This is an optimization exercise on Yosys and OpenROAD, whose aim is small area, a short achievable clock period and few clock cycles per item, not a production implementation. In this exercise RTL edits were held to simulation tests only and were not proved equivalent to the original.

Design piecewise_cosine_curve_eval, start of the top module:
module piecewise_cosine_curve_eval
#(
  parameter int MAX_KNOTS  = 8,
  parameter int PHASE_BITS = 10
) (
  input  logic               clk_i,
  input  logic               rst_ni,
  input  logic               in_valid_i,
  output logic               in_stall_o,
  input  logic               kind_i,
  input  logic [2:0]         knot_index_i,
  input  logic signed [15:0] knot_x_i,
  input  logic signed [15:0] knot_y_i,
  input  logic signed [15:0] query_x_i,
  output logic               out_valid_o,
  input  logic               out_stall_i,
  output logic signed [15:0] height_o,
  output logic               in_segment_o,
  input  logic               psel,
  input  logic               penable,
  input  logic               pwrite,
  input  logic [2:0]         paddr,
  input  logic [31:0]        pwdata,
  output logic [31:0]        prdata,
  output logic               pready
);
  localparam int DSTG = 5;   
  logic [3:0]  knot_count_q;
  logic [15:0] base_height_q;
  logic [31:0] prdata_q;
  assign pready = 1'b1;
  always_ff @(posedge clk_i or negedge rst_ni) begin
    if (!rst_ni) begin
      knot_count_q  <= '0;
      base_height_q <= '0;
    end else if (psel && penable && pwrite) begin
      if (paddr[2]) base_height_q <= pwdata[15:0];
      else          knot_count_q  <= pwdata[3:0];
    end
  end
  always_ff @(posedge clk_i) begin
    prdata_q <= paddr[2] ? {{16{base_height_q[15]}}, base_height_q} : {28'd0, knot_count_q};
  end
  assign prdata = prdata_q;
  logic         freeze_q;
  logic         adv;
  logic         take;
  logic [127:0] knx;
  logic [127:0] ky;
  logic         go_q;
  assign in_stall_o = !go_q;
  assign adv        = !freeze_q;
  assign take       = in_valid_i && adv;
  pcc_ram u_ram (
    .clk_i   (clk_i),
    .rst_ni  (rst_ni),
    .adv_i   (adv),
    .we_i    (in_valid_i && !kind_i),
    .waddr_i (knot_index_i),
    .wx_i    (knot_x_i),
    .wy_i    (knot_y_i),
    .nx_o    (knx),
    .y_o     (ky)
  );
  logic        v0_q;
  logic [15:0] q0_q;
  always_ff @(posedge clk_i or negedge rst_ni) begin
    if (!rst_ni)  v0_q <= 1'b0;
    else if (adv) v0_q <= take && kind_i;
  end
  always_ff @(posedge clk_i) begin
    if (adv) q0_q <= query_x_i;
  end
  logic [16:0] sm [8];
  logic [7:0] gt;
  logic [7:0] eq;
  logic [7:0] ge;
  logic [7:0] le;
  logic [6:0] hit;
  logic [6:0] first;
  always_comb begin
    for (int i = 0; i < 8; i++) begin
  ...
export LEC_CHECK = 0
export CAP_MARGIN = 60
export CORE_MARGIN = 2
export CORE_UTILIZATION = 65
export CTS_CLUSTER_DIAMETER = 140
export CTS_CLUSTER_SIZE = 26
export PLACE_DENSITY = 0.75
export SLEW_MARGIN = 80
export SYNTH_MEMORY_MAX_BITS = 16384
create_clock -name core_clock -period 13.0 [get_ports {clk_i}]
run.sh (not shown) runs the stock make flow with config.mk's settings and CLKGATE_MAP_FILE= SYNTH_SCRIPT=/design/flow/synth_recipe.tcl, a recipe that flattens the netlist after the stock synthesis.
The first run finished with timing, DRC and antenna clean.
Testbench counts at the start, summed over its fixed seeds: cycles 2,328, items 1,920.
Change:
- CAP_MARGIN: 60 -> 50
- CORE_UTILIZATION: 65 -> 50
- PLACE_DENSITY: 0.75 -> 0.65
- SLEW_MARGIN: 80 -> 70
The changed run completed with no timing, DRC or antenna violations.
Die area rose by 30%.
Worst setup slack gains 0.94 ns.
Maximum frequency came out higher by 22%.
Sequential share of layout area rose by 2.5 points.
Synthesized area stays the same.
Change:
- CAP_MARGIN: 50 -> 40
- CORE_UTILIZATION: 50 -> 55
- PLACE_DENSITY: 0.65 -> 0.7
- SLEW_MARGIN: 70 -> 60
Worst hold slack improves by 0.016 ns.
Via count barely changes.
Register-to-register slack loses 0.15 ns.
Worst setup slack got worse by 0.22 ns.
Change:
- CAP_MARGIN: 40 -> 50
- CORE_UTILIZATION: 55 -> 65
- PLACE_DENSITY: 0.7 -> 0.75
- SLEW_MARGIN: 60 -> 70
Effect: Hold slack is worse by 0.017 ns; final cell count drops by 2.4%; sequential share of layout area drops by 0.35 points; first-iteration DRC count climbs by 18%; area after synthesis stays the same.
Change:
- CORE_UTILIZATION: 65 -> 60
- CTS_CLUSTER_DIAMETER: 140 -> 120
- CTS_CLUSTER_SIZE: 26 -> 22
- PLACE_DENSITY: 0.75 -> 0.7
What happened: The changed run went through all stages and came out clean; flip-flop and latch count is unchanged; area after synthesis is unchanged; global-route usage went down by 2.8 points; via count went down by about 0.9%; design area went up by about 0.5%; sequential share of layout area went down by 0.21 points; die area went up by about 8%; worst setup slack got worse by 0.12 ns; cell count went up by 1.5%.
Change:
- CORE_UTILIZATION: 60 -> 40
- PLACE_DENSITY: 0.7 -> default
Result: Worst setup slack improves by 0.065 ns. Final cell count climbs by 10%. Non-clock buffer count climbs by 12. Global-route usage drops by 10 points.

afterwards: timing with drivers on the ports:
Ports are ideal in the flow. The routed layouts listed here were re-timed in OpenROAD. Step 1 sets driving cells, clkbuf_16 on the clock port and buf_2 on the other inputs (assumed; they add their load-dependent delay and slew). Step 2 adds t to the input delays and takes it off the output delays; t is the mean of the earliest and latest rising clock arrival at the registers after step 1. Input paths then give back, and output paths get back, about the clock's delay inside the block. Slacks: ideal / step 1 / step 2; pairs: ideal / step 1.
| run | shift t [ns] | slack for setup (ns) | worst setup path at the end | latest minus earliest clock arrival (ns) | pins driven straight from the clock port |
|---|---|---|---|---|---|
| the first run | 0.726 | 7.713 / 7.713 / 7.713 | register to register | 0.034 / 0.035 | 1 |
| the second run | 0.728 | 8.651 / 8.584 / 8.647 | input to register | 0.051 / 0.051 | 1 |
| the third run | 0.732 | 8.434 / 8.361 / 8.499 | register to register | 0.031 / 0.031 | 1 |
| the fourth run | 0.716 | 8.581 / 8.564 / 8.581 | register to register | 0.049 / 0.049 | 1 |
| the fifth run | 0.731 | 8.466 / 8.466 / 8.466 | register to register | 0.049 / 0.048 | 1 |
| the sixth run | 0.758 | 8.531 / 8.531 / 8.531 | register to register | 0.070 / 0.069 | 1 |
After both steps every run listed still meets setup and hold. For the second run, which loses most, drivers alone change the setup slack by -0.067 ns; drivers and shift together by -0.004 ns.
